Context: an optimization exercise on an open-source flow, tuned for small area. The choices shown serve that exercise and are no tape-out recipe. Function was checked by simulation only, so behaviour that the tests miss may differ from the original. No activity file was given, so power comes from the tool's default toggle rates.

===== design/flow/run.sh =====
#!/bin/bash
# synth_recipe.tcl (not shown) runs the flow's synth.tcl, then flattens the netlist and writes it again
# the make line also repeats each setting of config.mk as NAME=value (left out here)
make -C /OpenROAD-flow-scripts/flow DESIGN_CONFIG=/design/flow/config.mk WORK_HOME=/design/flow/orfs CLKGATE_MAP_FILE= SYNTH_SCRIPT=/design/flow/synth_recipe.tcl finish

===== design/flow/config.mk =====
export PLATFORM = sky130hd
export DESIGN_NAME = regfile_mp
export DESIGN_NICKNAME = regfile_mp
export VERILOG_FILES = /design/flow/design.v
export SDC_FILE = /design/flow/constraint.sdc
export NUM_CORES = 4
export LEC_CHECK = 0
export CAP_MARGIN = 20
export CORE_MARGIN = 2
export CORE_UTILIZATION = 55
export CTS_BUF_LIST = sky130_fd_sc_hd__clkbuf_8
export CTS_CLUSTER_DIAMETER = 45
export CTS_CLUSTER_SIZE = 18
export SLEW_MARGIN = 20
export SYNTH_HIERARCHICAL = 1
export SYNTH_MINIMUM_KEEP_SIZE = 0

===== design/flow/constraint.sdc =====
create_clock -name core_clock -period 5.0 [get_ports {clock}]
set_input_delay 1.0000 -clock core_clock [delete_from_list [all_inputs] [get_ports {clock}]]
set_output_delay 1.0000 -clock core_clock [all_outputs]
set_load 0.01 [all_outputs]

===== design/flow/design.v =====
module regfile_mp #(
  parameter int DATA_W   = 32,
  parameter int ADDR_W   = 6,
  parameter int ZERO_REG = 1
) (
  input  logic              clock,
  input  logic              reset_n,
  input  logic              read,
  input  logic              write,
  input  logic [ADDR_W-1:0] rs,
  input  logic [ADDR_W-1:0] rt,
  input  logic [ADDR_W-1:0] rd,
  input  logic [DATA_W-1:0] datain,
  output logic [DATA_W-1:0] rs_out,
  output logic [DATA_W-1:0] rt_out,
  output logic              busy
);
  localparam int DEPTH = 1 << ADDR_W;
  localparam int LO    = (ZERO_REG != 0) ? 1 : 0;
  localparam int NE    = DEPTH - LO;    
  logic [ADDR_W-1:0] cnt_q;
  logic              busy_q;
  always_ff @(posedge clock) begin
    if (!reset_n) begin
      cnt_q  <= '0;
      busy_q <= 1'b1;
    end else begin
      cnt_q  <= cnt_q + ADDR_W'(1);
      if (cnt_q == '1) busy_q <= 1'b0;
    end
  end
  assign busy = busy_q;
  logic [DATA_W-1:0] mem_q [LO:DEPTH-1];
  logic [DATA_W-1:0] wdata;
  logic [DEPTH-1:0]  wsel;    
  assign wdata = busy_q ? '0 : datain;
  for (genvar i = LO; i < DEPTH; i++) begin : g_row
    assign wsel[i] = write && rd == ADDR_W'(i);
    always_ff @(posedge clock) begin
      if (busy_q || wsel[i]) mem_q[i] <= wdata;
    end
  end
  if (LO > 0) begin : g_wsel0
    assign wsel[0] = 1'b0;
  end
  logic en, hold;
  assign en   = read && !busy_q && reset_n;
  assign hold = reset_n && !(read && !busy_q);
  logic [NE-1:0] rs_sel, rt_sel;
  logic          rs_byp, rt_byp;
  for (genvar i = LO; i < DEPTH; i++) begin : g_sel
    assign rs_sel[i-LO] = en && rs == ADDR_W'(i) && !wsel[i];
    assign rt_sel[i-LO] = en && rt == ADDR_W'(i) && !wsel[i];
  end
  assign rs_byp = en && write && rd == rs && !(ZERO_REG != 0 && rs == '0);
  assign rt_byp = en && write && rd == rt && !(ZERO_REG != 0 && rt == '0);
  logic [NE-1:0][DATA_W-1:0] ent;
  for (genvar i = LO; i < DEPTH; i++) begin : g_ent
    assign ent[i-LO] = mem_q[i];
  end
  logic [DATA_W-1:0] rs_d, rt_d;
  regfile_mp_rdmux #(.NE(NE), .W(DATA_W)) u_rs (
    .sel(rs_sel), .ent(ent), .byp(rs_byp), .din(datain), .hold(hold), .q(rs_out), .d(rs_d)
  );
  regfile_mp_rdmux #(.NE(NE), .W(DATA_W)) u_rt (
    .sel(rt_sel), .ent(ent), .byp(rt_byp), .din(datain), .hold(hold), .q(rt_out), .d(rt_d)
  );
  always_ff @(posedge clock) begin
    rs_out <= rs_d;
    rt_out <= rt_d;
  end
endmodule
module regfile_mp_rdmux #(
  parameter int NE = 63,
  parameter int W  = 32
) (
  input  logic [NE-1:0]        sel,
  input  logic [NE-1:0][W-1:0] ent,
  input  logic                 byp,
  input  logic [W-1:0]         din,
  input  logic                 hold,
  input  logic [W-1:0]         q,
  output logic [W-1:0]         d
);
  localparam int NT = NE + 2;
  logic [NT-1:0] s;
  assign s = {hold, byp, sel};
  for (genvar b = 0; b < W; b++) begin : g_bit
    logic [NT-1:0] t;
    for (genvar i = 0; i < NE; i++) begin : g_t
      assign t[i] = ent[i][b];
    end
    assign t[NE]   = din[b];
    assign t[NE+1] = q[b];
    regfile_mp_orsel #(.N(NT)) u_or (.s(s), .t(t), .y(d[b]));
  end
endmodule
module regfile_mp_orsel #(
  parameter int N = 65
) (
  input  logic [N-1:0] s,
  input  logic [N-1:0] t,
  output logic         y
);
  localparam int NG = (N + 2) / 3;         
  localparam int NF = (NG + 3) / 4;        
  localparam int NH = (NF + 1) / 2;        
  logic [NG-1:0] p;
  logic [NF-1:0] f;
  logic [NH-1:0] h;
  for (genvar g = 0; g < NG; g++) begin : g_grp
    if (3 * g + 2 < N) begin : g_3
      regfile_mp_aoi222 u (.a0(s[3*g]), .b0(t[3*g]), .a1(s[3*g+1]), .b1(t[3*g+1]),
                           .a2(s[3*g+2]), .b2(t[3*g+2]), .y(p[g]));
    end else if (3 * g + 1 < N) begin : g_2
      regfile_mp_aoi22 u (.a0(s[3*g]), .b0(t[3*g]), .a1(s[3*g+1]), .b1(t[3*g+1]), .y(p[g]));
    end else begin : g_1
      regfile_mp_nand2 u (.a(s[3*g]), .b(t[3*g]), .y(p[g]));
    end
  end
  for (genvar k = 0; k < NF; k++) begin : g_f
    localparam int A = (k * NG) / NF;
    localparam int B = ((k + 1) * NG) / NF;
    if (B - A == 4) begin : g_4
      regfile_mp_nand4 u (.a(p[A]), .b(p[A+1]), .c(p[A+2]), .d(p[A+3]), .y(f[k]));
    end else if (B - A == 3) begin : g_3
      regfile_mp_nand3 u (.a(p[A]), .b(p[A+1]), .c(p[A+2]), .y(f[k]));
    end else if (B - A == 2) begin : g_2
      regfile_mp_nand2 u (.a(p[A]), .b(p[A+1]), .y(f[k]));
    end else begin : g_1
      regfile_mp_inv u (.a(p[A]), .y(f[k]));
    end
  end
  for (genvar k = 0; k < NH; k++) begin : g_h
    if (2 * k + 1 < NF) begin : g_2
      regfile_mp_nor2 u (.a(f[2*k]), .b(f[2*k+1]), .y(h[k]));
    end else begin : g_1
      regfile_mp_inv u (.a(f[2*k]), .y(h[k]));
    end
  end
  assign y = ~&h;
endmodule
module regfile_mp_aoi222 (
  input  logic a0, b0, a1, b1, a2, b2,
  output logic y
);
  assign y = ~((a0 & b0) | (a1 & b1) | (a2 & b2));
endmodule
module regfile_mp_aoi22 (
  input  logic a0, b0, a1, b1,
  output logic y
);
  assign y = ~((a0 & b0) | (a1 & b1));
endmodule
module regfile_mp_nand4 (
  input  logic a, b, c, d,
  output logic y
);
  assign y = ~(a & b & c & d);
endmodule
module regfile_mp_nand3 (
  input  logic a, b, c,
  output logic y
);
  assign y = ~(a & b & c);
endmodule
module regfile_mp_nand2 (
  input  logic a, b,
  output logic y
);
  assign y = ~(a & b);
endmodule
module regfile_mp_nor2 (
  input  logic a, b,
  output logic y
);
  assign y = ~(a | b);
endmodule
module regfile_mp_inv (
  input  logic a,
  output logic y
);
  assign y = ~a;
endmodule

==> results of run 1 <==
path summary, 6_finish.rpt:
path              startpoint  slack, ns          to  depth (start not counted)
hold / removal      cnt_q[0]       0.45    cnt_q[0]                          1
setup / recovery       rd[0]       0.50  rs_out[14]                         12
hold reg to reg     cnt_q[0]       0.45    cnt_q[0]                          1
setup reg to reg      busy_q       0.86  rt_out[24]                         11
worst reg2reg max path, stage by stage, from the launching register on:
cell and delay [ns]:
dfxtp_4 0.58, and3b_1 0.27, buf_12 0.17, nand3_2 0.29, buf_4 0.29, nor3_2 0.06
buf_4 0.32, a222oi_1 0.48, nand4_1 0.80, nor2_1 0.35, buf_4 0.23, nand3_1 0.10
per-layer routing:
layer | GRT usage (%) | vias to the layer above | wire length, um
met5 | 0.8293 | - | 355
met4 | 29.03 | 32 | 28880
met3 | 16.84 | 1058 | 60850
met1 | 57.72 | 31840 | 114000
met2 | 64.60 | 6212 | 147600
li1 | - | 24110 | -
logic make-up (layout without fill, tap and decap cells):
group                      Yosys count  after routing
AOI/OAI and AO/OA                 1477           1477
xor gates and xnor gates            15             15
other                                0              8
DFF                               2087           2087
buffers and inverters               54           1025
adders and majority gates            1              1
and+or+nand+nor                    954            954
cell usage after synthesis (all sizes together) (4+ instances only):
library cell and count:
o21ai 65, nand2 24, a22oi 64, nor2b 40, nor2 265, a222oi 1344
nand3b 6, or4b 4, nand3 210, nor3 127, dfxtp 71, xnor2 13
nand4b 4, edfxtp 2016, nand4bb 6, clkbuf 25, buf 27, nand4 261
Yosys stat by module, one instance, submodules excluded, excerpt:
module | copies in the design | flops+latches
regfile_mp | 1 | 2087
regfile_mp_aoi22 | 64 | 0
regfile_mp_aoi222 | 1344 | 0
regfile_mp_nand4 | 256 | 0
regfile_mp_nand3 | 128 | 0
regfile_mp_nor2 | 192 | 0
placed cells by master, fill, tap and decap left out, types with 50 or more instances in the layout:
master           synthesis  routed
a222oi_1              1344    1344
a22oi_2                 64      64
buf_12                   0      82
buf_4                    2     463
clkbuf_8                 0     198
clkdlybuf4s50_1          0     118
dfxtp_1                 71      70
edfxtp_1              2016    2016
inv_6                    0      50
nand3_1                208     207
nand4_1                261     261
nor2_1                 262     262
nor3_2                   1     122
o21ai_4                  0      63
flip-flops by register name (all words and copies together), names as in the netlist:
signal	flops
rt_out	32
busy_q	1
cnt_q	6
rs_out	32
mem_q	2016
through the flow:
stage / setup slack [ns] / instance area (um2) / hold WS (ns) / total power, mW
final: 0.5043 / 96480 / 0.4527 / 30.52
after global routing: 0.5863 / 96470 / 0.4689 / 31.14
after CTS: 0.8936 / 96420 / 0.4516 / 30.50
after detailed placement: -0.1112 / 92050 / 0.4344 / 19.50
after global placement: -0.1382 / 91990 / 0.4285 / 19.50
after floorplan: 0.1572 / 82000 / 0.4176 / 19.32
area by class of cell:
type                    instances  area, um2
fillers                     10450      51360
diodes                          8      20.02
clock inverters               162       1650
clock buffers                 198       2725
inverters                       2      12.51
well taps                    1930       2415
repair buffers                663       6299
flip-flops and latches       2087      61960
multi-input cells            2447      21390
power groups by stage:
stage	Clock (mW)	Sequential [mW]	Combinational (mW)
floorplan	0	19.2	0.0811
global placement	0	19.2	0.259
detailed placement	0	19.2	0.258
CTS	11.4	18.8	0.259
global route	12.0	18.8	0.270
finish	11.4	18.8	0.268
==> impl_metrics.tcl, run 1 <==
set metrics [dict create \
    ios 119 \
    antenna_left 0 \
    crit_family "simple AND/OR/NAND/NOR gates" \
    avgSynthCellArea_um2 17.87 \
    grt_max_degree 64 \
    arrival_ns 5.32 \
    first_pass_iters 15 \
    synthAdderAreaFrac_pct 0.01526 \
    synth_top_area_share_pct 73.84 \
    hpwl_um 218500 \
    min_path_type "register to register" \
    finalWirelength_um 351600 \
    synth_top_family_by_area "compound AO/OA/AOI/OAI gates" \
    syn_inst 4588 \
    die_y_um 390.1 \
    synth_xor_area_share_pct 0.1602 \
    drt_iter0_markers 16960 \
    avgRoutedWirePerCell_um 46.90 \
    hold_viol_final 0 \
    cts_max_level 4 \
    synth_top_flop_cell "edfxtp_1" \
    worstSetupStartpointType "input port" \
    dieArea_um2 152200 \
    clock_sinks 2087 \
    cpMostUsedCell "buf_4" \
    portBuffers 118 \
    cp.required_ns 5.83 \
    max_freq_mhz 222.4 \
    place_inst 7127 \
    min_period_over_period_pct 89.91 \
    place_congestion 0.9900 \
    critPathSlowestCell "nor2_1" \
    rows 141 \
    rsz0062_at_grt "false" \
    seq_area_frac_synth_pct 75.57 \
    antenna_found_initial 35 \
    end_kind "register" \
    period_needed_ns 4.496 \
    timing.slew.headroom_pct 14.73 \
    clockRootBuffer "clkbuf_8" \
    area_delta_synth_final_pct 17.67 \
    pwr-share-comb_pct 0.9 \
    peakVddDrop_mv 0.2625 \
    vias 63250 \
    start_util_pct 55.46 \
    core_um2 147800 \
    critPathMaxFanout 10 \
    nets 5447 \
    outcome "complete, no violations" \
    slew_viol_final 0 \
    routed_via_density 8.436 \
    cts-buffers-inserted 191 \
    power_leakage_nw 35.28 \
    grt_pass1_vias 58090 \
    synth_top_area_cell "edfxtp_1" \
    grt_pass1_wl_um 469700 \
    crit_type "input port to register" \
    clk_path_buf_depth 3 \
    seq_power_share_pct 61.7 \
    drive_above_1_share_pct 21.50 \
    setup_viol 0 \
    internal-power_mw 23.65 \
    grt_remaining_overflow 0 \
    cts_tree "yes" \
    synth.distinct_cells 40 \
    synth_seq_cells 2087 \
    async_reset_ff_share_pct 0 \
    cts_setup_buffers 0 \
    clkPwrFrac_pct 37.4 \
    fin_worst_skew_ns 0.08121 \
    worstPathCellList "clkdlybuf4s50_1 > buf_4 > or4_4 > nor2_2 > nor3_2 > buf_4 > buf_4 > buf_4 > a222oi_1 > nand4_1 > nor2_1 > nand3_1" \
    cts_hold_buf 0 \
    drv_cap 0 \
    die_w_um 390.1 \
    stdcell_count 7497 \
    worst_slew_pin_slew_ns 1.276 \
    path_clk_slew_ns 0.09 \
    synth_compound_area_share_pct 17.83 \
    synthSimpleGateAreaFrac_pct 6.081 \
    synth_area_leaders "edfxtp_1, a222oi_1, nand4_1, dfxtp_1, nand3_1" \
    swShare_pct 22.52 \
    fin_tns_setup_ns 0 \
    grt_use_total_pct 45.04 \
    cts-resized-gates 0 \
    synth_nets 4643 \
    synth_edf_count 2016 \
    yosysWarningCount 8 \
    power_density_nw_per_um2 316.4 \
    muxShareOfSynthArea_pct 0 \
    clk_latency_ns 1.00 \
    switchingPower_mw 6.874 \
    final_util_pct 65.26 \
    drc 0 \
    synthesis.area_um2 81990 \
    cpPeakStageDelay_ns 0.80 \
    worst-path-buf-inv 5 \
]
==> run 2: changes to the inputs <==
--- a/design/flow/design.v
+++ b/design/flow/design.v
@@ -33,24 +33,41 @@
   logic [DATA_W-1:0] mem_q [LO:DEPTH-1];
   logic [DATA_W-1:0] wdata;
-  logic [DEPTH-1:0]  wsel;    
   assign wdata = busy_q ? '0 : datain;
-  for (genvar i = LO; i < DEPTH; i++) begin : g_row
-    assign wsel[i] = write && rd == ADDR_W'(i);
-    always_ff @(posedge clock) begin
-      if (busy_q || wsel[i]) mem_q[i] <= wdata;
-    end
-  end
-  if (LO > 0) begin : g_wsel0
-    assign wsel[0] = 1'b0;
-  end
+  localparam int HB = ADDR_W / 2;
+  localparam int LB = ADDR_W - HB;
+  localparam int NH = 1 << HB;
+  localparam int NL = 1 << LB;
   logic en, hold;
   assign en   = read && !busy_q && reset_n;
   assign hold = reset_n && !(read && !busy_q);
+  logic [NH-1:0] wh_n, sh, th;
+  logic [NL-1:0] wl_n, sl, tl;
+  for (genvar j = 0; j < NH; j++) begin : g_ph
+    assign wh_n[j] = !(write && rd[ADDR_W-1:LB] == HB'(j));
+    assign sh[j]   = en && rs[ADDR_W-1:LB] == HB'(j);
+    assign th[j]   = en && rt[ADDR_W-1:LB] == HB'(j);
+  end
+  for (genvar k = 0; k < NL; k++) begin : g_pl
+    assign wl_n[k] = !(rd[LB-1:0] == LB'(k));
+    assign sl[k]   = rs[LB-1:0] == LB'(k);
+    assign tl[k]   = rt[LB-1:0] == LB'(k);
+  end
   logic [NE-1:0] rs_sel, rt_sel;
-  logic          rs_byp, rt_byp;
-  for (genvar i = LO; i < DEPTH; i++) begin : g_sel
-    assign rs_sel[i-LO] = en && rs == ADDR_W'(i) && !wsel[i];
-    assign rt_sel[i-LO] = en && rt == ADDR_W'(i) && !wsel[i];
-  end
+  for (genvar i = LO; i < DEPTH; i++) begin : g_row
+    localparam int J = i >> LB;
+    localparam int K = i & (NL - 1);
+    logic wsel, nwe, we, ns, nt;
+    regfile_mp_nor2  u_wsel (.a(wh_n[J]), .b(wl_n[K]), .y(wsel));
+    regfile_mp_nor2  u_nwe  (.a(busy_q), .b(wsel), .y(nwe));
+    regfile_mp_inv   u_we   (.a(nwe), .y(we));
+    regfile_mp_nand3 u_ns   (.a(sh[J]), .b(sl[K]), .c(nwe), .y(ns));
+    regfile_mp_inv   u_s    (.a(ns), .y(rs_sel[i-LO]));
+    regfile_mp_nand3 u_nt   (.a(th[J]), .b(tl[K]), .c(nwe), .y(nt));
+    regfile_mp_inv   u_t    (.a(nt), .y(rt_sel[i-LO]));
+    always_ff @(posedge clock) begin
+      if (we) mem_q[i] <= wdata;
+    end
+  end
+  logic rs_byp, rt_byp;
   assign rs_byp = en && write && rd == rs && !(ZERO_REG != 0 && rs == '0);
   assign rt_byp = en && write && rd == rt && !(ZERO_REG != 0 && rt == '0);
==> design/flow/flow/run.sh (new file) <==
#!/bin/bash
# Own layout flow: the standard ORFS flow (standard.sh, unchanged
# synthesis and floorplan) with three changes:
#  - before each global placement the register-file flip-flops are placed as
#    a regular array and fixed (array_place.tcl), and released afterwards
#    (array_release.tcl), so rows and columns of the file get short nets;
#  - port buffers use sky130_fd_sc_hd__buf_1;
#  - clock tree synthesis does not insert dummy loads.
# Each step's full output goes to the ORFS logs under orfs/logs/; make's own
# output goes to flow_make.log here.
set -euo pipefail
here=$(pwd)
export PRE_GLOBAL_PLACE_SKIP_IO_TCL=$here/flow/array_place.tcl
export PRE_GLOBAL_PLACE_TCL=$here/flow/array_place.tcl
export POST_GLOBAL_PLACE_TCL=$here/flow/array_release.tcl
export BUFFER_PORTS_ARGS="-buffer_cell sky130_fd_sc_hd__buf_1"
export CTS_ARGS="-sink_clustering_enable -repair_clock_nets -dont_use_dummy_load -sink_clustering_size 18 -sink_clustering_max_diameter 45 -buf_list sky130_fd_sc_hd__clkbuf_8"
bash standard.sh > flow_make.log 2>&1
==> design/flow/flow/array_place.tcl (new file) <==
# Places the register-file flip-flops as a regular array before global
# placement and fixes them there; global placement then places the rest of
# the logic around them. Entry r (1..63) takes two placement rows, bits 0-15
# in the first and 16-31 in the second, bit b in column b mod 16, so the
# per-entry select and write-enable nets run along rows and the per-bit data
# nets run along columns. The read-port output registers take four rows in
# the middle of the array, in the same columns.

set block [ord::get_db_block]
set core  [$block getCoreArea]
set cx0   [$core xMin]
set cx1   [$core xMax]

# Rows, bottom to top.
set rows {}
foreach r [$block getRows] {
  lappend rows [list [lindex [$r getOrigin] 1] $r]
}
set rows [lsort -integer -index 0 $rows]
set nrows [llength $rows]

# Occupied intervals per row (fixed cells such as tap cells), keyed by row y.
array set occ {}
foreach inst [$block getInsts] {
  if {[$inst getPlacementStatus] eq "LOCKED"} {
    set bb [$inst getBBox]
    lappend occ([$bb yMin]) [list [$bb xMin] [$bb xMax]]
  }
}

set ncol 16
set colw [expr {double($cx1 - $cx0) / $ncol}]

# Logical flop rows: entries 1..31, output rows, entries 32..63.
set lrows {}
for {set e 1} {$e <= 31} {incr e} { lappend lrows [list mem $e 0] [list mem $e 1] }
lappend lrows [list rs_out 0 0] [list rs_out 0 1] [list rt_out 0 0] [list rt_out 0 1]
for {set e 32} {$e <= 63} {incr e} { lappend lrows [list mem $e 0] [list mem $e 1] }
set nl [llength $lrows]

# Instances by name.
proc find_inst {block name} {
  return [$block findInst $name]
}

proc free_x {rowy x w site} {
  # nearest site-aligned x with [x, x+w) free in the row, searching outwards
  global occ
  set ivs {}
  if {[info exists occ($rowy)]} { set ivs $occ($rowy) }
  for {set k 0} {$k < 400} {incr k} {
    foreach cand [list [expr {$x + $k * $site}] [expr {$x - $k * $site}]] {
      set ok 1
      foreach iv $ivs {
        if {$cand < [lindex $iv 1] && [lindex $iv 0] < $cand + $w} { set ok 0; break }
      }
      if {$ok} { return $cand }
    }
  }
  return $x
}

set placed 0
for {set i 0} {$i < $nl} {incr i} {
  lassign [lindex $lrows $i] kind e half
  set ri [expr {int(($i + 0.5) * $nrows / $nl)}]
  lassign [lindex $rows $ri] rowy row
  set site [[$row getSite] getWidth]
  set rx0 [lindex [$row getOrigin] 0]
  set rx1 [expr {$rx0 + [$row getSiteCount] * $site}]
  for {set c 0} {$c < $ncol} {incr c} {
    set b [expr {$c + $half * $ncol}]
    if {$kind eq "mem"} {
      set name "mem_q\\\[$e\\\]\\\[$b\\\]\$_DFFE_PP_"
    } else {
      set name "$kind\\\[$b\\\]\$_DFF_P_"
    }
    set inst [$block findInst $name]
    if {$inst eq "NULL"} { puts "array_place: no instance $name"; continue }
    set w [[$inst getMaster] getWidth]
    set xc [expr {$cx0 + ($c + 0.5) * $colw}]
    set x  [expr {$rx0 + int(round(($xc - $w / 2.0 - $rx0) / $site)) * $site}]
    if {$x < $rx0} { set x $rx0 }
    if {$x + $w > $rx1} { set x [expr {$rx1 - $w}] }
    set x [free_x $rowy $x $w $site]
    $inst setPlacementStatus PLACED
    $inst setOrient [$row getOrient]
    $inst setLocation $x $rowy
    $inst setPlacementStatus FIRM
    lappend occ($rowy) [list $x [expr {$x + $w}]]
    incr placed
  }
}
puts "array_place: fixed $placed flip-flops in $nl of $nrows rows"

# The inverters that end each entry's decoder drive a whole row of the
# array (32 cells); size them for it here, so that repair does not buffer
# those nets instead. The read trees' two-term AOI needs no more than the
# smallest size.
set db [ord::get_db]
set inv2 [$db findMaster sky130_fd_sc_hd__inv_2]
set a22 [$db findMaster sky130_fd_sc_hd__a22oi_1]
set nsz 0
set nds 0
foreach inst [$block getInsts] {
  set m [[$inst getMaster] getName]
  if {$m eq "sky130_fd_sc_hd__a22oi_2"} {
    $inst swapMaster $a22
    incr nds
    continue
  }
  if {![regexp {__(clk)?inv_[0-9]+$} $m]} continue
  set it [$inst findITerm A]
  if {$it eq "NULL"} continue
  set in [$it getNet]
  if {$in eq "NULL"} continue
  if {[regexp {g_row\\?\[[0-9]+\\?\]\.(nwe|ns|nt)$} [$in getName]]} {
    if {$m ne "sky130_fd_sc_hd__inv_2"} {
      $inst swapMaster $inv2
    }
    incr nsz
  }
}
puts "array_place: $nsz row drivers set to inv_2, $nds a22oi_2 set to a22oi_1"
==> design/flow/flow/array_release.tcl (new file) <==
# Releases the flip-flops that array_place.tcl fixed, so that later steps
# may legalise them like any other cell.
set n 0
foreach inst [[ord::get_db_block] getInsts] {
  if {[$inst getPlacementStatus] eq "FIRM"} {
    $inst setPlacementStatus PLACED
    incr n
  }
}
puts "array_release: released $n instances"
==> design/flow/standard.sh (new file) <==
#!/bin/bash
# synth_recipe.tcl (not shown) runs the flow's synth.tcl, then flattens the netlist and writes it again
# the make line also repeats each setting of config.mk as NAME=value (left out here)
make -C /OpenROAD-flow-scripts/flow DESIGN_CONFIG=/design/flow/config.mk WORK_HOME=/design/flow/orfs CLKGATE_MAP_FILE= SYNTH_SCRIPT=/design/flow/synth_recipe.tcl "${@:-finish}"
--- a/design/flow/config.mk
+++ b/design/flow/config.mk
@@ -9,7 +9,4 @@
 export CORE_MARGIN = 2
 export CORE_UTILIZATION = 55
-export CTS_BUF_LIST = sky130_fd_sc_hd__clkbuf_8
-export CTS_CLUSTER_DIAMETER = 45
-export CTS_CLUSTER_SIZE = 18
 export SLEW_MARGIN = 20
 export SYNTH_HIERARCHICAL = 1
removed: design/flow/run.sh
==> impl_metrics.tcl, run 2 <==
set metrics [dict create \
    die_y_um 390.7 \
    critPathSlowestCell "or3b_2" \
    area_delta_synth_final_pct 8.059 \
    layout_commonest_cell "edfxtp_1" \
    synth_edf_count 2016 \
    nets 5152 \
    drive_above_1_share_pct 9.774 \
    largest_register_ffs 2016 \
    layout_common_cells "edfxtp_1, a222oi_1, nor2_1, nand3_1, nand4_1" \
    cts-resized-gates 0 \
    synth_most_common_cell "edfxtp_1" \
    timing.slew.headroom_pct 34.22 \
    synth_top_area_share_pct 73.60 \
    routed_via_density 8.188 \
    die_w_um 390.7 \
    yosysWarningCount 8 \
    grt_use_total_pct 33.56 \
    grt_pass1_wl_um 364100 \
    drc 0 \
    seq_area_frac_synth_pct 75.33 \
    hpwl_um 191600 \
    cts_setup_buffers 0 \
    rows 141 \
    cts_tree "yes" \
    clockRootBuffer "clkbuf_8" \
    synthesis.area_um2 82250 \
    place_ws_ns 0.6039 \
    hold_viol_final 0 \
    portBuffers 118 \
    peakVddDrop_mv 0.2228 \
    regMostFlops "mem_q" \
    fin_tns_setup_ns 0 \
    seq_power_share_pct 68.6 \
    synth_nets 4786 \
    finalWirelength_um 264200 \
    cts_hold_buf 0 \
    end_kind "register" \
    clock_sinks 2087 \
    arrival_ns 4.49 \
    max_freq_mhz 267.1 \
    grt_pass1_vias 52530 \
    slew_viol_final 0 \
    clkPwrFrac_pct 30.8 \
    drv_cap 0 \
    clk_path_buf_depth 3 \
    setup_viol 0 \
    antenna_found_initial 22 \
    largest_registers "mem_q x2016, rs_out x32, rt_out x32" \
    cpPeakStageDelay_ns 0.65 \
    first_pass_iters 17 \
    synth.distinct_cells 30 \
    crit_type "input port to register" \
    cts-buffers-inserted 196 \
    rsz0062_at_grt "false" \
    swShare_pct 18.70 \
    switchingPower_mw 5.140 \
    period_needed_ns 3.743 \
    power_density_nw_per_um2 309.3 \
    worst_slew_pin_slew_ns 0.9867 \
    grt_remaining_overflow 0 \
    synth_area_leaders "edfxtp_1, a222oi_1, nand3_1, nand4_1, dfxtp_1" \
    min_path_type "input port to register" \
    synth_common_cells "edfxtp_1, a222oi_1, nor2_1, nand3_1, nand4_1" \
    synth_top_flop_cell "edfxtp_1" \
    async_reset_ff_share_pct 0 \
    cp.required_ns 5.74 \
    synth_top_area_cell "edfxtp_1" \
    worstPathCellList "buf_1 > or3b_2 > nor2_1 > nor2_1 > nand3_1 > inv_2 > a222oi_1 > nand3_1 > nor2_1 > nand3_1" \
    synth_seq_cells 2087 \
    worstSetupStartpointType "input port" \
    grt_max_degree 64 \
    final_util_pct 59.98 \
    avgRoutedWirePerCell_um 37.56 \
    internal-power_mw 22.35 \
    syn_inst 4731 \
    pwr-share-comb_pct 0.6 \
    vias 57590 \
    min_period_over_period_pct 74.87 \
    avgSynthCellArea_um2 17.39 \
    critPathMaxFanout 32 \
    dieArea_um2 152700 \
    fin_worst_skew_ns 0.09497 \
    clk_latency_ns 0.93 \
    setup_ws_ns 1.257 \
    start_util_pct 55.50 \
    ios 119 \
    power_leakage_nw 32.82 \
    path_clk_slew_ns 0.10 \
    core_um2 148200 \
    drt_iter0_markers 16710 \
    outcome "complete, no violations" \
    antenna_left 0 \
    cts_max_level 4 \
]
==> run 2: changes by cell type after synthesis, sizes merged, moves of 6 or more <==
| cell | before | now |
|---|---|---|
| inv | 1 | 190 |
| nand3 | 210 | 326 |
| nor3 | 127 | 12 |
| nor2 | 265 | 328 |
| o21ai | 65 | 2 |
| clkbuf | 25 | 4 |
| buf | 27 | 13 |
| nand2 | 24 | 16 |
| nand4bb | 6 | 0 |
| nor3b | 0 | 6 |
==> run 2: stage by stage <==
step	cell area, um2	std cells	hold slack [ns]	power (mW)
floorplan	82260	4731	0.4208	19.31
global placement	85280	6797	0.4489	19.39
detailed placement	85280	6797	0.4822	19.39
CTS	87980	6993	0.3528	27.63
global route	88870	7026	0.3743	28.33
finish	88880	7033	0.4288	27.49
==> run 2: per-module statistics from Yosys, one instance, submodules excluded, a selection <==
module	area, um2	flip-flops and latches	copies in the design	cells inside
regfile_mp	62900	2087	1	2242
regfile_mp_aoi22	12.51	0	64	1
regfile_mp_aoi222	10.01	0	1344	1
regfile_mp_nand4	6.256	0	256	1
regfile_mp_nand3	5.005	0	254	1
regfile_mp_inv	3.754	0	189	1
regfile_mp_nor2	3.754	0	318	1
==> run 2: cell type report <==
type | instances | area, um2
Fill cell | 10870 | 59310
Inverter | 190 | 713.2
Sequential cell | 2087 | 61960
Clock buffer | 196 | 2698
Multi-Input combinational cell | 2437 | 19490
Antenna cell | 8 | 20.02
Timing Repair Buffer | 185 | 1587
Tap cell | 1930 | 2415
==> run 2: cell families (layout without fill, tap and decap cells) <==
kind of cell    count (synthesis)  after routing  synth area share (%)
compound gates               1414           1414                 17.40
other cells                     0              8                     0
flops                        2087           2087                 75.33
buf+inv                       207            571                0.9644
simple gates                 1007           1007                 6.138
fa+ha+maj                       1              1               0.01521
xor+xnor                       15             15                0.1597
==> run 2: worst paths after layout <==
path / from / slack (ns) / depth (start not counted) / to
worst max register to register: busy_q / 1.36 / 10 / rt_out[29]
worst max-delay path: rd[0] / 1.26 / 10 / rs_out[13]
worst min-delay path: reset_n / 0.43 / 2 / busy_q
worst min register to register: cnt_q[0] / 0.50 / 1 / cnt_q[0]
==> run 2: routing by layer <==
layer  track usage (%)  part of all wire [%]
met1             46.14                    35
met2             50.30                    43
met3             8.440                    16
met4             16.53                   6.3
met5                 0                 0.068
==> run 2: power groups by stage <==
stage | registers [mW] | clock network [mW] | logic [mW]
floorplan | 19.2 | 0 | 0.0670
global placement | 19.2 | 0 | 0.146
detailed placement | 19.2 | 0 | 0.149
CTS | 18.9 | 8.63 | 0.149
global route | 18.8 | 9.32 | 0.162
finish | 18.9 | 8.48 | 0.163
==> run 2: critical path: cells and delay by family <==
kind / cells / cell delay [ns]
AND/OR/NAND/NOR: 7 / 2.30
buffers and inverters: 2 / 0.65
AO/OA/AOI/OAI: 1 / 0.51
==> run 3: changes to the inputs <==
--- a/design/flow/design.v
+++ b/design/flow/design.v
@@ -32,6 +32,9 @@
   assign busy = busy_q;
   logic [DATA_W-1:0] mem_q [LO:DEPTH-1];
-  logic [DATA_W-1:0] wdata;
-  assign wdata = busy_q ? '0 : datain;
+  logic [DATA_W-1:0] wdata, wdata_n;
+  assign wdata_n = ~(datain & {DATA_W{!busy_q}});
+  for (genvar b = 0; b < DATA_W; b++) begin : g_wd
+    regfile_mp_inv u_wd (.a(wdata_n[b]), .y(wdata[b]));
+  end
   localparam int HB = ADDR_W / 2;
   localparam int LB = ADDR_W - HB;
--- a/design/flow/flow/array_place.tcl
+++ b/design/flow/flow/array_place.tcl
@@ -96,11 +96,14 @@
 # The inverters that end each entry's decoder drive a whole row of the
 # array (32 cells); size them for it here, so that repair does not buffer
-# those nets instead. The read trees' two-term AOI needs no more than the
+# those nets instead; likewise the inverters that drive each column's write
+# data (63 entries). The read trees' two-term AOI needs no more than the
 # smallest size.
 set db [ord::get_db]
 set inv2 [$db findMaster sky130_fd_sc_hd__inv_2]
+set inv4 [$db findMaster sky130_fd_sc_hd__inv_4]
 set a22 [$db findMaster sky130_fd_sc_hd__a22oi_1]
 set nsz 0
 set nds 0
+set nwd 0
 foreach inst [$block getInsts] {
   set m [[$inst getMaster] getName]
@@ -120,5 +123,16 @@
     }
     incr nsz
+    continue
+  }
+  set ot [$inst findITerm Y]
+  if {$ot eq "NULL"} continue
+  set on [$ot getNet]
+  if {$on eq "NULL"} continue
+  if {[regexp {^(wdata|g_wd\\?\[[0-9]+\\?\]\.u_wd\.y)} [$on getName]]} {
+    if {$m ne "sky130_fd_sc_hd__inv_4"} {
+      $inst swapMaster $inv4
+    }
+    incr nwd
   }
 }
-puts "array_place: $nsz row drivers set to inv_2, $nds a22oi_2 set to a22oi_1"
+puts "array_place: $nsz row drivers set to inv_2, $nwd data drivers set to inv_4, $nds a22oi_2 set to a22oi_1"
==> impl_metrics.tcl, run 3 <==
set metrics [dict create \
    min_path_type "input port to register" \
    clock_sinks 2087 \
    avgSynthCellArea_um2 17.28 \
    antenna_left 0 \
    largest_registers "mem_q x2016, rs_out x32, rt_out x32" \
    synth_most_common_cell "edfxtp_1" \
    synth_top_area_share_pct 73.56 \
    largest_register_ffs 2016 \
    portBuffers 118 \
    swShare_pct 18.67 \
    fin_worst_skew_ns 0.1049 \
    start_util_pct 55.53 \
    drc 0 \
    synth_edf_count 2016 \
    die_y_um 390.8 \
    pwr-share-comb_pct 0.6 \
    clkPwrFrac_pct 30.8 \
    worstSetupStartpointType "register" \
    grt_remaining_overflow 0 \
    grt_pass1_vias 53030 \
    cts_setup_buffers 0 \
    worst-path-buf-inv 3 \
    min_period_over_period_pct 74.40 \
    rows 141 \
    synth_seq_cells 2087 \
    worst_slew_pin_slew_ns 0.9959 \
    routed_via_density 8.216 \
    switchingPower_mw 5.124 \
    fin_tns_setup_ns 0 \
    synth_area_leaders "edfxtp_1, a222oi_1, nand3_1, nand4_1, dfxtp_1" \
    drv_cap 0 \
    regMostFlops "mem_q" \
    power_density_nw_per_um2 312.5 \
    slew_viol_final 0 \
    critPathSlowestCell "nand3_1" \
    synth_nets 4818 \
    timing.slew.headroom_pct 33.61 \
    cpMostUsedCell "nand3_1" \
    async_reset_ff_share_pct 0 \
    critPathMaxFanout 32 \
    cpPeakStageDelay_ns 0.53 \
    drt_iter0_markers 17280 \
    nets 5148 \
    post_dp_cell_area_um2 85140 \
    stdcell_count 7033 \
    grt_pass1_wl_um 366200 \
    place_inst 6826 \
    synth_top_area_cell "edfxtp_1" \
    outcome "complete, no violations" \
    seq_power_share_pct 68.7 \
    synth_top_flop_cell "edfxtp_1" \
    clockRootBuffer "clkbuf_8" \
    area_delta_synth_final_pct 6.755 \
    cts-buffers-inserted 195 \
    grt_max_degree 66 \
    final_cell_area_um2 87850 \
    layout_common_cells "edfxtp_1, a222oi_1, nor2_1, nand3_1, nand4_1" \
    period_needed_ns 3.720 \
    syn_inst 4763 \
    die_w_um 390.8 \
    vias 57790 \
    end_kind "register" \
    fillers 11110 \
    cts-resized-gates 0 \
    hpwl_um 193700 \
    path_clk_slew_ns 0.08 \
    cts_tree "yes" \
    clk_latency_ns 0.94 \
    max_freq_mhz 268.8 \
    seq_area_frac_synth_pct 75.29 \
    first_pass_iters 14 \
    avgRoutedWirePerCell_um 37.73 \
    synthesis.area_um2 82290 \
    core_um2 148200 \
    hold_viol_final 0 \
    yosysWarningCount 8 \
    rsz0062_at_grt "false" \
    drive_above_1_share_pct 9.075 \
    ios 119 \
    cp.required_ns 5.76 \
    cts_hold_buf 0 \
    peakVddDrop_mv 0.2486 \
    cts_max_level 4 \
    antenna_found_initial 25 \
    worstPathCellList "clkinv_1 > nand3_1 > nor4_1 > buf_4 > nand3_1 > inv_2 > a222oi_1 > nand3_1 > nor2_1 > nand3_1" \
    power_leakage_nw 32.48 \
    dieArea_um2 152700 \
    synth.distinct_cells 31 \
    grt_use_total_pct 33.78 \
    layout_commonest_cell "edfxtp_1" \
    finalWirelength_um 265400 \
    worst_hold_slack_ns 0.4317 \
    setup_viol 0 \
    crit_family "simple AND/OR/NAND/NOR gates" \
    internal-power_mw 22.33 \
    arrival_ns 4.48 \
    clk_path_buf_depth 3 \
    crit_type "register to register" \
    synth_common_cells "edfxtp_1, a222oi_1, nor2_1, nand3_1, nand4_1" \
]
-- run 3: area by class of cell --
cell class              count  area [um2]  area share (%)
diodes                     12       30.03         0.03418
clock buffers             195        2684           3.055
inverters                 222       913.4           1.040
multi-input cells        2437       19170           21.82
flip-flops and latches   2087       61960           70.53
well taps                1930        2415           2.749
repair buffers            150       683.2          0.7776
-- run 3: cell families after synthesis --
kind of cell    Yosys count  synth area share (%)
flops                  2087                 75.29
compound gates         1414                 17.39
simple gates           1007                 6.037
buf+inv                 239                 1.110
xor+xnor                 15                0.1596
fa+ha+maj                 1               0.01520
-- run 3: power groups by stage --
stage	clock network [mW]	logic (mW)	registers, mW
floorplan	0	0.0636	19.2
global placement	0	0.142	19.2
detailed placement	0	0.144	19.2
CTS	8.60	0.145	18.9
global route	9.25	0.155	18.8
finish	8.44	0.155	18.9
-- run 3: path summary, 6_finish.rpt --
check	depth (start not counted)	startpoint	slack, ns	endpoint
max	10	busy_q	1.28	rt_out[25]
max reg2reg	10	busy_q	1.28	rt_out[25]
min	3	reset_n	0.43	busy_q
min reg2reg	1	cnt_q[0]	0.45	cnt_q[0]
-- run 3: per-layer routing --
layer	global-route usage, %	wire length [um]	vias to the layer above
li1	-	-	23210
met1	46.77	89910	27890
met3	8.023	44630	875
met4	16.22	15940	34
met5	0	213	-
met2	50.87	114700	5777
-- run 3: worst reg2reg max path: cells and delay by family (launching register included) --
kind | cells | cell delay (ns)
AOI/OAI and AO/OA | 1 | 0.54
and+or+nand+nor | 6 | 1.60
DFF | 1 | 0.35
buffers and inverters | 3 | 1.10
-- run 3: through the flow --
| stage | power, mW | worst slack (ns) | utilization, % |
|---|---|---|---|
| after floorplan | 19.30 | 0.1029 | - |
| after global placement | 19.38 | 0.5998 | 57.45 |
| after detailed placement | 19.39 | 0.5806 | 57.45 |
| after CTS | 27.59 | 1.457 | 59.26 |
| after global routing | 28.25 | 1.230 | 59.26 |
| final | 27.45 | 1.280 | 59.28 |
-- run 3: modules after synthesis (local to each module, per instance), a selection --
| module | times used | cell area [um2] | cells inside | flip-flops and latches |
|---|---|---|---|---|
| regfile_mp | 1 | 62820 | 2242 | 2087 |
| regfile_mp_aoi22 | 64 | 12.51 | 1 | 0 |
| regfile_mp_aoi222 | 1344 | 10.01 | 1 | 0 |
| regfile_mp_inv | 221 | 3.754 | 1 | 0 |
| regfile_mp_nand3 | 254 | 5.005 | 1 | 0 |
| regfile_mp_nand4 | 256 | 6.256 | 1 | 0 |
| regfile_mp_nor2 | 318 | 3.754 | 1 | 0 |
==> run 4: changes to the inputs <==
--- a/design/flow/design.v
+++ b/design/flow/design.v
@@ -44,13 +44,13 @@
   assign en   = read && !busy_q && reset_n;
   assign hold = reset_n && !(read && !busy_q);
-  logic [NH-1:0] wh_n, sh, th;
-  logic [NL-1:0] wl_n, sl, tl;
+  logic [NH-1:0] wh, sh, th;
+  logic [NL-1:0] wl, sl, tl;
   for (genvar j = 0; j < NH; j++) begin : g_ph
-    assign wh_n[j] = !(write && rd[ADDR_W-1:LB] == HB'(j));
+    assign wh[j]   = write && rd[ADDR_W-1:LB] == HB'(j);
     assign sh[j]   = en && rs[ADDR_W-1:LB] == HB'(j);
     assign th[j]   = en && rt[ADDR_W-1:LB] == HB'(j);
   end
   for (genvar k = 0; k < NL; k++) begin : g_pl
-    assign wl_n[k] = !(rd[LB-1:0] == LB'(k));
+    assign wl[k]   = rd[LB-1:0] == LB'(k);
     assign sl[k]   = rs[LB-1:0] == LB'(k);
     assign tl[k]   = rt[LB-1:0] == LB'(k);
@@ -60,7 +60,6 @@
     localparam int J = i >> LB;
     localparam int K = i & (NL - 1);
-    logic wsel, nwe, we, ns, nt;
-    regfile_mp_nor2  u_wsel (.a(wh_n[J]), .b(wl_n[K]), .y(wsel));
-    regfile_mp_nor2  u_nwe  (.a(busy_q), .b(wsel), .y(nwe));
+    logic nwe, we, ns, nt;
+    regfile_mp_aoi21 u_nwe  (.a0(wh[J]), .a1(wl[K]), .b(busy_q), .y(nwe));
     regfile_mp_inv   u_we   (.a(nwe), .y(we));
     regfile_mp_nand3 u_ns   (.a(sh[J]), .b(sl[K]), .c(nwe), .y(ns));
@@ -125,5 +124,5 @@
   localparam int NG = (N + 2) / 3;         
   localparam int NF = (NG + 3) / 4;        
-  localparam int NH = (NF + 1) / 2;        
+  localparam int NH = (NF + 2) / 3;        
   logic [NG-1:0] p;
   logic [NF-1:0] f;
@@ -153,8 +152,12 @@
   end
   for (genvar k = 0; k < NH; k++) begin : g_h
-    if (2 * k + 1 < NF) begin : g_2
-      regfile_mp_nor2 u (.a(f[2*k]), .b(f[2*k+1]), .y(h[k]));
+    localparam int A = (k * NF) / NH;
+    localparam int B = ((k + 1) * NF) / NH;
+    if (B - A == 3) begin : g_3
+      regfile_mp_nor3 u (.a(f[A]), .b(f[A+1]), .c(f[A+2]), .y(h[k]));
+    end else if (B - A == 2) begin : g_2
+      regfile_mp_nor2 u (.a(f[A]), .b(f[A+1]), .y(h[k]));
     end else begin : g_1
-      regfile_mp_inv u (.a(f[2*k]), .y(h[k]));
+      regfile_mp_inv u (.a(f[A]), .y(h[k]));
     end
   end
@@ -191,4 +194,16 @@
   assign y = ~(a & b);
 endmodule
+module regfile_mp_aoi21 (
+  input  logic a0, a1, b,
+  output logic y
+);
+  assign y = ~((a0 & a1) | b);
+endmodule
+module regfile_mp_nor3 (
+  input  logic a, b, c,
+  output logic y
+);
+  assign y = ~(a | b | c);
+endmodule
 module regfile_mp_nor2 (
   input  logic a, b,
--- a/design/flow/flow/array_place.tcl
+++ b/design/flow/flow/array_place.tcl
@@ -97,10 +97,12 @@
 # array (32 cells); size them for it here, so that repair does not buffer
 # those nets instead; likewise the inverters that drive each column's write
-# data (63 entries). The read trees' two-term AOI needs no more than the
-# smallest size.
+# data (63 entries). The small gates of the read trees and of the decoders
+# that drive one or a few nearby loads need no more than the smallest size.
 set db [ord::get_db]
 set inv2 [$db findMaster sky130_fd_sc_hd__inv_2]
 set inv4 [$db findMaster sky130_fd_sc_hd__inv_4]
-set a22 [$db findMaster sky130_fd_sc_hd__a22oi_1]
+foreach {big sm} {a22oi_2 a22oi_1 nor3_2 nor3_1 a21oi_2 a21oi_1} {
+  set small(sky130_fd_sc_hd__$big) [$db findMaster sky130_fd_sc_hd__$sm]
+}
 set nsz 0
 set nds 0
@@ -108,8 +110,12 @@
 foreach inst [$block getInsts] {
   set m [[$inst getMaster] getName]
-  if {$m eq "sky130_fd_sc_hd__a22oi_2"} {
-    $inst swapMaster $a22
-    incr nds
-    continue
+  if {[info exists small($m)]} {
+    # gates of the read trees and decoders that drive a single nearby load
+    set ot [$inst findITerm Y]
+    if {$ot ne "NULL" && [$ot getNet] ne "NULL" && [llength [[$ot getNet] getITerms]] <= 4} {
+      $inst swapMaster $small($m)
+      incr nds
+      continue
+    }
   }
   if {![regexp {__(clk)?inv_[0-9]+$} $m]} continue
@@ -136,3 +142,3 @@
   }
 }
-puts "array_place: $nsz row drivers set to inv_2, $nwd data drivers set to inv_4, $nds a22oi_2 set to a22oi_1"
+puts "array_place: $nsz row drivers set to inv_2, $nwd data drivers set to inv_4, $nds small gates set to size 1"
==> impl_metrics.tcl, run 4 <==
set metrics [dict create \
    outcome "complete, no violations" \
    cts-buffers-inserted 197 \
    antenna_left 0 \
    drive_above_1_share_pct 9.613 \
    cts_max_level 4 \
    synth_top_area_share_pct 73.05 \
    max_freq_mhz 264.9 \
    die_w_um 392.2 \
    grt_max_degree 66 \
    start_util_pct 55.33 \
    core_um2 149800 \
    largest_registers "mem_q x2016, rs_out x32, rt_out x32" \
    finalWirelength_um 269500 \
    min_period_over_period_pct 75.49 \
    fin_tns_setup_ns 0 \
    period_needed_ns 3.775 \
    rsz0062_at_grt "false" \
    clock_sinks 2087 \
    critPathMaxFanout 32 \
    synth_top_flop_cell "edfxtp_1" \
    total_power_mw 27.54 \
    path_clk_slew_ns 0.11 \
    arrival_ns 4.51 \
    place_inst 6802 \
    avgRoutedWirePerCell_um 38.44 \
    fillers 11080 \
    clk_path_buf_depth 3 \
    area_delta_synth_final_pct 5.920 \
    synth_most_common_cell "edfxtp_1" \
    cts-resized-gates 0 \
    final_util_pct 58.60 \
    synth.distinct_cells 37 \
    synth_seq_cells 2087 \
    cp.required_ns 5.74 \
    drc 0 \
    layout_commonest_cell "edfxtp_1" \
    timing.slew.headroom_pct 27.13 \
    grt_remaining_overflow 0 \
    grt_pass1_vias 52880 \
    yosysWarningCount 8 \
    grt_use_total_pct 34.13 \
    min_path_type "input port to register" \
    antenna_found_initial 30 \
    drv_cap 0 \
    worst_slew_pin_slew_ns 1.093 \
    cts_hold_buf 0 \
    drt_iter0_markers 16960 \
    fin_worst_skew_ns 0.08227 \
    worstSetupStartpointType "input port" \
    hold_viol_final 0 \
    portBuffers 118 \
    power_density_nw_per_um2 313.7 \
    seq_area_frac_synth_pct 74.77 \
    vias 57350 \
    first_pass_iters 14 \
    slew_viol_final 0 \
    clk_latency_ns 0.93 \
    hpwl_um 198300 \
    cts_tree "yes" \
    worst_hold_slack_ns 0.4279 \
    async_reset_ff_share_pct 0 \
    die_y_um 392.2 \
    setup_viol 0 \
    crit_type "input port to register" \
    syn_inst 4634 \
    cts_setup_buffers 0 \
    synthesis.area_um2 82870 \
    synth_nets 4689 \
    largest_register_ffs 2016 \
    grt_pass1_wl_um 370400 \
    nets 5040 \
    power_leakage_nw 32.56 \
    synth_edf_count 2016 \
    stdcell_count 7011 \
    routed_via_density 8.180 \
    synth_area_leaders "edfxtp_1, a222oi_1, nand4_1, dfxtp_1, nor3_2" \
    layout_common_cells "edfxtp_1, a222oi_1, nand4_1, nand3_1, clkbuf_8" \
    avgSynthCellArea_um2 17.88 \
    synth_common_cells "edfxtp_1, a222oi_1, nand4_1, nand3_1, inv_1" \
    end_kind "register" \
    regMostFlops "mem_q" \
    synth_top_area_cell "edfxtp_1" \
    ios 119 \
    rows 142 \
    clockRootBuffer "clkbuf_8" \
    peakVddDrop_mv 0.2737 \
    dieArea_um2 153800 \
]
==> run 4: cell types whose count changed after synthesis, moves of 5 or more <==
| cell | change |
|---|---|
| xor2_1 | +5 |
| xnor2_1 | -6 |
| a21oi_2 | +63 |
| nor3_2 | +129 |
| nor2_1 | -313 |
| buf_2 | -9 |
| nand2_1 | +61 |
| nand3_1 | -69 |
==> run 4: Yosys stat by module (local to each module, per instance), excerpt <==
module,cells,copies in the design
regfile_mp,2240,1
regfile_mp_aoi22,1,64
regfile_mp_aoi222,1,1344
regfile_mp_nor3,1,128
regfile_mp_aoi21,1,63
regfile_mp_nand4,1,256
regfile_mp_nand3,1,254
regfile_mp_inv,1,221
==> run 4: path summary, 6_finish.rpt <==
check / slack (ns) / cells past startpoint / end / from
worst max-delay path: 1.23 / 10 / rt_out[10] / rd[3]
worst min-delay path: 0.43 / 3 / busy_q / reset_n
worst max register to register: 1.40 / 8 / rt_out[11] / busy_q
worst min register to register: 0.46 / 1 / cnt_q[0] / cnt_q[0]
==> run 4: kinds of logic after synthesis <==
group	Yosys count	share of synthesized area [%]
DFF	2087	74.77
AOI/OAI and AO/OA	1477	17.91
and+or+nand+nor	817	6.015
buffers and inverters	237	1.120
xor gates and xnor gates	15	0.1676
adders and majority gates	1	0.01510
==> run 4: per-stage QoR <==
step / area, um2 / setup slack, ns
4_1_cts: 87750 / 1.588
3_3_place_gp: 85030 / 0.6236
6_report: 87780 / 1.225
3_5_place_dp: 85030 / 0.6004
2_1_floorplan: 82890 / 1.057
5_1_grt: 87750 / 1.282
==> run 4: area by class of cell <==
cell class,count,area [um2],area share (%)
antenna,12,30.03,0.03421
clock buffer,197,2711,3.089
inverter,222,913.4,1.041
tap,2016,2522,2.874
timing repair buffer,167,823.3,0.9380
sequential,2087,61960,70.59
multi-input combinational,2310,18810,21.43
==> run 4: where the power goes <==
| group | total, mW | internal (mW) | switching [mW] |
|---|---|---|---|
| clock | 8.53 | 3.48 | 5.05 |
| combinational | 0.153 | 0.0349 | 0.118 |
| sequential | 18.9 | 18.9 | 0.00163 |
| total | 27.5 | 22.4 | 5.17 |
==> run 4: layer usage <==
metal / vias up / GRT usage [%] / routed length [um]
li1: 22990 / - / -
met4: 36 / 16.16 / 16350
met5: - / 0 / 230
met2: 5583 / 52.31 / 117500
met1: 27860 / 46.54 / 91520
met3: 878 / 7.916 / 43890
==> run 4: worst max-delay path: stages <==
cell	delay, ns
buf_1	0.34
nand2b_1	0.14
nor2_1	0.61
a21oi_1	0.39
nand3_1	0.32
inv_2	0.37
a222oi_1	0.43
nand3_1	0.23
nor3_1	0.56
nand2_1	0.12
==> run 5: changes to the inputs <==
--- a/design/flow/config.mk
+++ b/design/flow/config.mk
@@ -8,5 +8,5 @@
 export CAP_MARGIN = 20
 export CORE_MARGIN = 2
-export CORE_UTILIZATION = 55
+export CORE_UTILIZATION = 60
 export SLEW_MARGIN = 20
 export SYNTH_HIERARCHICAL = 1
==> impl_metrics.tcl, run 5 <==
set metrics [dict create \
    nets 5028 \
    async_reset_ff_share_pct 0 \
    setup_viol 0 \
    min_path_type "input port to register" \
    end_kind "register" \
    clk_path_buf_depth 3 \
    vias 56980 \
    dieArea_um2 141100 \
    core_um2 137300 \
    clockRootBuffer "clkbuf_8" \
    synth_most_common_cell "edfxtp_1" \
    path_clk_slew_ns 0.10 \
    area_delta_synth_final_pct 5.358 \
    routed_via_density 8.405 \
    crit_family "simple AND/OR/NAND/NOR gates" \
    setup_ws_ns 1.296 \
    synth_common_cells "edfxtp_1, a222oi_1, nand4_1, nand3_1, inv_1" \
    grt_pass1_wl_um 355200 \
    die_w_um 375.6 \
    gr-usage-met2_pct 52.02 \
    regMostFlops "mem_q" \
    cts_tree "yes" \
    synth.distinct_cells 37 \
    worstPathCellList "buf_1 > nand2_1 > nor3_1 > a21oi_1 > nand3_1 > inv_2 > a222oi_1 > nand4_1 > nor3_1 > nand2_1" \
    ios 119 \
    drc 0 \
    drive_above_1_share_pct 9.374 \
    portBuffers 118 \
    antenna_left 0 \
    synth_seq_cells 2087 \
    largest_registers "mem_q x2016, rs_out x32, rt_out x32" \
    synth_edf_count 2016 \
    synth_nets 4689 \
    start_util_pct 60.35 \
    power_leakage_nw 32.44 \
    grt_remaining_overflow 0 \
    yosysWarningCount 8 \
    rows 136 \
    cpPeakStageDelay_ns 0.74 \
    worst-path-buf-inv 2 \
    avgRoutedWirePerCell_um 37.67 \
    hold_viol_final 0 \
    use_met3_pct 8.710 \
    worst_hold_slack_ns 0.4042 \
    crit_type "input port to register" \
    place_ws_ns 0.6851 \
    rsz0062_at_grt "false" \
    seq_area_frac_synth_pct 74.77 \
    synthesis.area_um2 82870 \
    cts-resized-gates 0 \
    syn_inst 4634 \
    die_y_um 375.6 \
    peakVddDrop_mv 0.2391 \
    fin_worst_skew_ns 0.07160 \
    fillers 9486 \
    clock_sinks 2087 \
    cts-buffers-inserted 183 \
    worstSetupStartpointType "input port" \
    hpwl_um 187000 \
    synth_top_area_share_pct 73.05 \
    grt_pass1_vias 52190 \
    outcome "complete, no violations" \
    layout_commonest_cell "edfxtp_1" \
    drt_iter0_markers 16350 \
    fin_tns_setup_ns 0 \
    layout_common_cells "edfxtp_1, a222oi_1, nand4_1, nand3_1, inv_2" \
    min_period_over_period_pct 74.08 \
    slew_viol_final 0 \
    synth_top_area_cell "edfxtp_1" \
    period_needed_ns 3.704 \
    finalWirelength_um 255400 \
    cts_hold_buf 0 \
    synth_top_flop_cell "edfxtp_1" \
    clk_latency_ns 0.97 \
    critPathMaxFanout 32 \
    total_power_mw 27.17 \
    cts_max_level 4 \
    busiest_layer "met2" \
    timing.slew.headroom_pct 26.51 \
    cp.required_ns 5.77 \
    antenna_found_initial 34 \
    cts_setup_buffers 0 \
    first_pass_iters 14 \
    synth_area_leaders "edfxtp_1, a222oi_1, nand4_1, dfxtp_1, nor3_2" \
    max_freq_mhz 270.0 \
    drv_cap 0 \
    worst_slew_pin_slew_ns 1.102 \
    arrival_ns 4.47 \
    critPathSlowestCell "nor3_1" \
    grt_use_total_pct 35.37 \
    grt_max_degree 66 \
    grt_util_met1_pct 49.31 \
    avgSynthCellArea_um2 17.88 \
    largest_register_ffs 2016 \
    power_density_nw_per_um2 311.2 \
]
run 5: path summary, 6_finish.rpt:
path | startpoint | endpoint | slack, ns | cells past startpoint
max | rd[5] | rt_out[25] | 1.30 | 10
min | reset_n | busy_q | 0.40 | 2
max reg2reg | busy_q | rt_out[1] | 1.40 | 10
min reg2reg | cnt_q[0] | cnt_q[0] | 0.47 | 1
run 5: layout make-up:
type	instances	area (um2)	share of cell area, %
Antenna cell	15	37.54	0.04299
Clock buffer	183	2519	2.885
Inverter	222	913.4	1.046
Multi-Input combinational cell	2310	18810	21.54
Sequential cell	2087	61960	70.97
Tap cell	1794	2245	2.571
Timing Repair Buffer	169	825.8	0.9458
run 5: cell families (layout without fill, tap and decap cells):
group	Yosys count	in the layout	synth area share (%)
adders and majority gates	1	1	0.01510
and+or+nand+nor	817	817	6.015
other	0	15	0
xor gates and xnor gates	15	15	0.1676
DFF	2087	2087	74.77
AOI/OAI and AO/OA	1477	1477	17.91
buffers and inverters	237	574	1.120
run 5: metrics by stage:
step | utilization (%) | instances | cell area [um2]
global placement | 61.72 | 6582 | 84750
global route | 63.56 | 6767 | 87280
floorplan | - | 4634 | 82890
CTS | 63.55 | 6765 | 87270
finish | 63.58 | 6780 | 87310
detailed placement | 61.72 | 6582 | 84750
run 5: modules after synthesis (local to each module, per instance), a selection:
module	copies in the design	flip-flops and latches	cells inside
regfile_mp_aoi22	64	0	1
regfile_mp_nor3	128	0	1
regfile_mp_nand3	254	0	1
regfile_mp_nand4	256	0	1
regfile_mp_aoi222	1344	0	1
regfile_mp_inv	221	0	1
regfile_mp	1	2087	2240
regfile_mp_aoi21	63	0	1
run 5: metal layers:
layer  vias up  routed length [um]
li1      22970                   -
met1     27640               88370
met2      5415              107600
met3       922               41660
met4        38               17530
met5         -                 244
run 5: where the power goes:
| group | switching, mW | total (mW) | internal [mW] |
|---|---|---|---|
| Combinational | 0.120 | 0.153 | 0.0335 |
| Clock | 4.93 | 8.17 | 3.24 |
| Sequential | 0.00148 | 18.8 | 18.8 |
==> run 6: changes to the inputs <==
--- a/design/flow/config.mk
+++ b/design/flow/config.mk
@@ -8,5 +8,5 @@
 export CAP_MARGIN = 20
 export CORE_MARGIN = 2
-export CORE_UTILIZATION = 60
+export CORE_UTILIZATION = 65
 export SLEW_MARGIN = 20
 export SYNTH_HIERARCHICAL = 1
==> impl_metrics.tcl, run 6 <==
set metrics [dict create \
    outcome "complete, no violations" \
    syn_inst 4634 \
    cpPeakStageDelay_ns 0.91 \
    area_delta_synth_final_pct 5.069 \
    grt_max_degree 66 \
    largest_register_ffs 2016 \
    synth_most_common_cell "edfxtp_1" \
    synth_edf_count 2016 \
    clk_path_buf_depth 3 \
    peakVddDrop_mv 0.2706 \
    rows 131 \
    antenna_left 0 \
    worstPathCellList "clkinv_1 > buf_4 > nand3_1 > nor4_2 > nand3_1 > inv_2 > a222oi_1 > nand3_1 > nor3_1 > nand2_1" \
    cts-resized-gates 0 \
    layout_common_cells "edfxtp_1, a222oi_1, nand4_1, nand3_1, inv_2" \
    grt_use_total_pct 39.50 \
    clockRootBuffer "clkbuf_8" \
    clock_sinks 2087 \
    antenna_found_initial 20 \
    seq_area_frac_synth_pct 74.77 \
    cpMostUsedCell "nand3_1" \
    min_period_over_period_pct 83.53 \
    stdcell_count 6634 \
    die_y_um 361.1 \
    avgRoutedWirePerCell_um 39.52 \
    synth_top_flop_cell "edfxtp_1" \
    avgSynthCellArea_um2 17.88 \
    synth_seq_cells 2087 \
    clk_latency_ns 0.93 \
    largest_registers "mem_q x2016, rs_out x32, rt_out x32" \
    hpwl_um 185200 \
    place_inst 6444 \
    portBuffers 118 \
    drv_cap 0 \
    synth_top_area_cell "edfxtp_1" \
    power_density_nw_per_um2 312.0 \
    nets 5020 \
    vias 58530 \
    layout_commonest_cell "edfxtp_1" \
    reg2reg_slack_ns 0.82 \
    post_dp_cell_area_um2 84560 \
    worstSetupStartpointType "register" \
    fillers 8017 \
    arrival_ns 5.01 \
    cts_max_level 4 \
    core_um2 127000 \
    crit_type "register to register" \
    critPathSlowestCell "nor4_2" \
    async_reset_ff_share_pct 0 \
    critPathMaxFanout 34 \
    cts_setup_buffers 0 \
    ios 119 \
    die_w_um 361.1 \
    routed_via_density 8.823 \
    worst_slew_pin_slew_ns 1.139 \
    hold_viol_final 0 \
    synth_nets 4689 \
    yosysWarningCount 8 \
    fin_worst_skew_ns 0.06498 \
    cp.required_ns 5.83 \
    cts_tree "yes" \
    grt_pass1_vias 53740 \
    synth_top_area_share_pct 73.05 \
    drc 0 \
    grt_pass1_wl_um 369100 \
    dieArea_um2 130400 \
    first_pass_iters 15 \
    fin_tns_setup_ns 0 \
    slew_viol_final 0 \
    synth_common_cells "edfxtp_1, a222oi_1, nand4_1, nand3_1, inv_1" \
    start_util_pct 65.24 \
    power_leakage_nw 32.40 \
    min_path_type "register to register" \
    final_cell_area_um2 87070 \
    cts_hold_buf 0 \
    path_clk_slew_ns 0.09 \
    setup_viol 0 \
    cts-buffers-inserted 181 \
    grt_remaining_overflow 0 \
    drt_iter0_markers 19960 \
    max_freq_mhz 239.4 \
    period_needed_ns 4.177 \
    synthesis.area_um2 82870 \
    synth.distinct_cells 37 \
    synth_area_leaders "edfxtp_1, a222oi_1, nand4_1, dfxtp_1, nor3_2" \
    rsz0062_at_grt "false" \
    end_kind "register" \
    drive_above_1_share_pct 9.248 \
    finalWirelength_um 262200 \
    timing.slew.headroom_pct 23.47 \
    regMostFlops "mem_q" \
]
[run 6: cells by family (layout without fill, tap and decap cells)]
family / after synthesis / in the layout / synth area share [%]
xor gates and xnor gates: 15 / 15 / 0.1676
and+or+nand+nor: 817 / 817 / 6.015
buffers and inverters: 237 / 566 / 1.120
adders and majority gates: 1 / 1 / 0.01510
DFF: 2087 / 2087 / 74.77
other: 0 / 9 / 0
AOI/OAI and AO/OA: 1477 / 1477 / 17.91
[run 6: area by class of cell]
type	instances	area, um2	area share [%]
diodes	9	22.52	0.02587
repair buffers	163	780.7	0.8967
well taps	1662	2079	2.388
clock buffers	181	2491	2.861
inverters	222	913.4	1.049
flip-flops and latches	2087	61960	71.16
multi-input cells	2310	18820	21.62
[run 6: final timing paths]
check	startpoint	cells past startpoint	end
setup reg to reg	busy_q	10	rt_out[14]
hold reg to reg	cnt_q[0]	1	cnt_q[0]
setup / recovery	busy_q	10	rt_out[14]
hold / removal	cnt_q[0]	1	cnt_q[0]
[run 6: Yosys stat by module (local to each module, per instance), a selection]
module	cells inside	copies in the design
regfile_mp_nand4	1	256
regfile_mp	2240	1
regfile_mp_aoi22	1	64
regfile_mp_nand3	1	254
regfile_mp_inv	1	221
regfile_mp_aoi21	1	63
regfile_mp_aoi222	1	1344
regfile_mp_nor3	1	128
[run 6: where the power goes]
| part | switching [mW] | internal [mW] |
|---|---|---|
| combinational | 0.136 | 0.0352 |
| sequential | 0.00155 | 18.8 |
| clock | 4.94 | 3.21 |
| total | 5.08 | 22.1 |
[run 6: worst max-delay path, delay by kind of cell (launching register included)]
family	cells	cell delay [ns]
buf+inv	3	1.31
simple gates	6	2.11
compound gates	1	0.23
flops	1	0.35
[run 6: per-stage QoR]
stage          power [mW]  setup WS (ns)  hold slack [ns]  utilization, %
6_report            27.17         0.8234           0.4847           68.54
5_1_grt             27.85         0.7903           0.4766           68.53
4_1_cts             27.25          1.188           0.4477           68.53
3_5_place_dp        19.39         0.5808           0.4524           66.56
3_3_place_gp        19.39         0.5763           0.4458           66.56
2_1_floorplan       19.31          1.057           0.4208               -
[run 6: layer usage]
metal  GRT usage [%]  share of wire, %
met1           54.88                32
met2           57.68                42
met3           9.751                18
met4           22.79               7.7
met5               0              0.20

==> static timing again, ports no longer ideal <==
The results above use ideal ports. As a check the final layouts listed here were re-extracted and re-timed, cells and wires unchanged. Step 1 (the two cells are an assumption about what drives the block):
set clk [get_ports {clock}]
set_driving_cell -lib_cell sky130_fd_sc_hd__clkbuf_16 $clk
set_driving_cell -lib_cell sky130_fd_sc_hd__buf_2 [delete_from_list [all_inputs] $clk]
Step 2 times the ports against the registers' clock, not the clock port: input delays grow and output delays shrink by t, the midpoint of the rising clock arrivals with the driver on. Three values: no drivers, after step 1, after step 2; two values: the first two.
| run | t, ns | setup WS [ns] | worst hold slack (ns) |
|---|---|---|---|
| run 1 | 1.032 | 0.504 / 0.559 / -0.473 | 0.453 / 0.453 / 0.453 |
| run 2 | 0.968 | 1.257 / 1.027 / 0.059 | 0.429 / 0.380 / 0.499 |
| run 3 | 0.974 | 1.280 / 1.155 / 0.182 | 0.432 / 0.453 / 0.453 |
| run 4 | 0.971 | 1.225 / 1.204 / 0.234 | 0.428 / 0.463 / 0.463 |
| run 5 | 0.992 | 1.296 / 1.221 / 0.229 | 0.404 / 0.452 / 0.467 |
| run 6 | 0.994 | 0.823 / 0.823 / 0.075 | 0.485 / 0.485 / 0.485 |
Met with ideal ports but missed after step 2: setup timing in run 1. The setup slack of run 2, which loses most, moves by -0.230 ns with the drivers and by -1.198 ns with both steps.
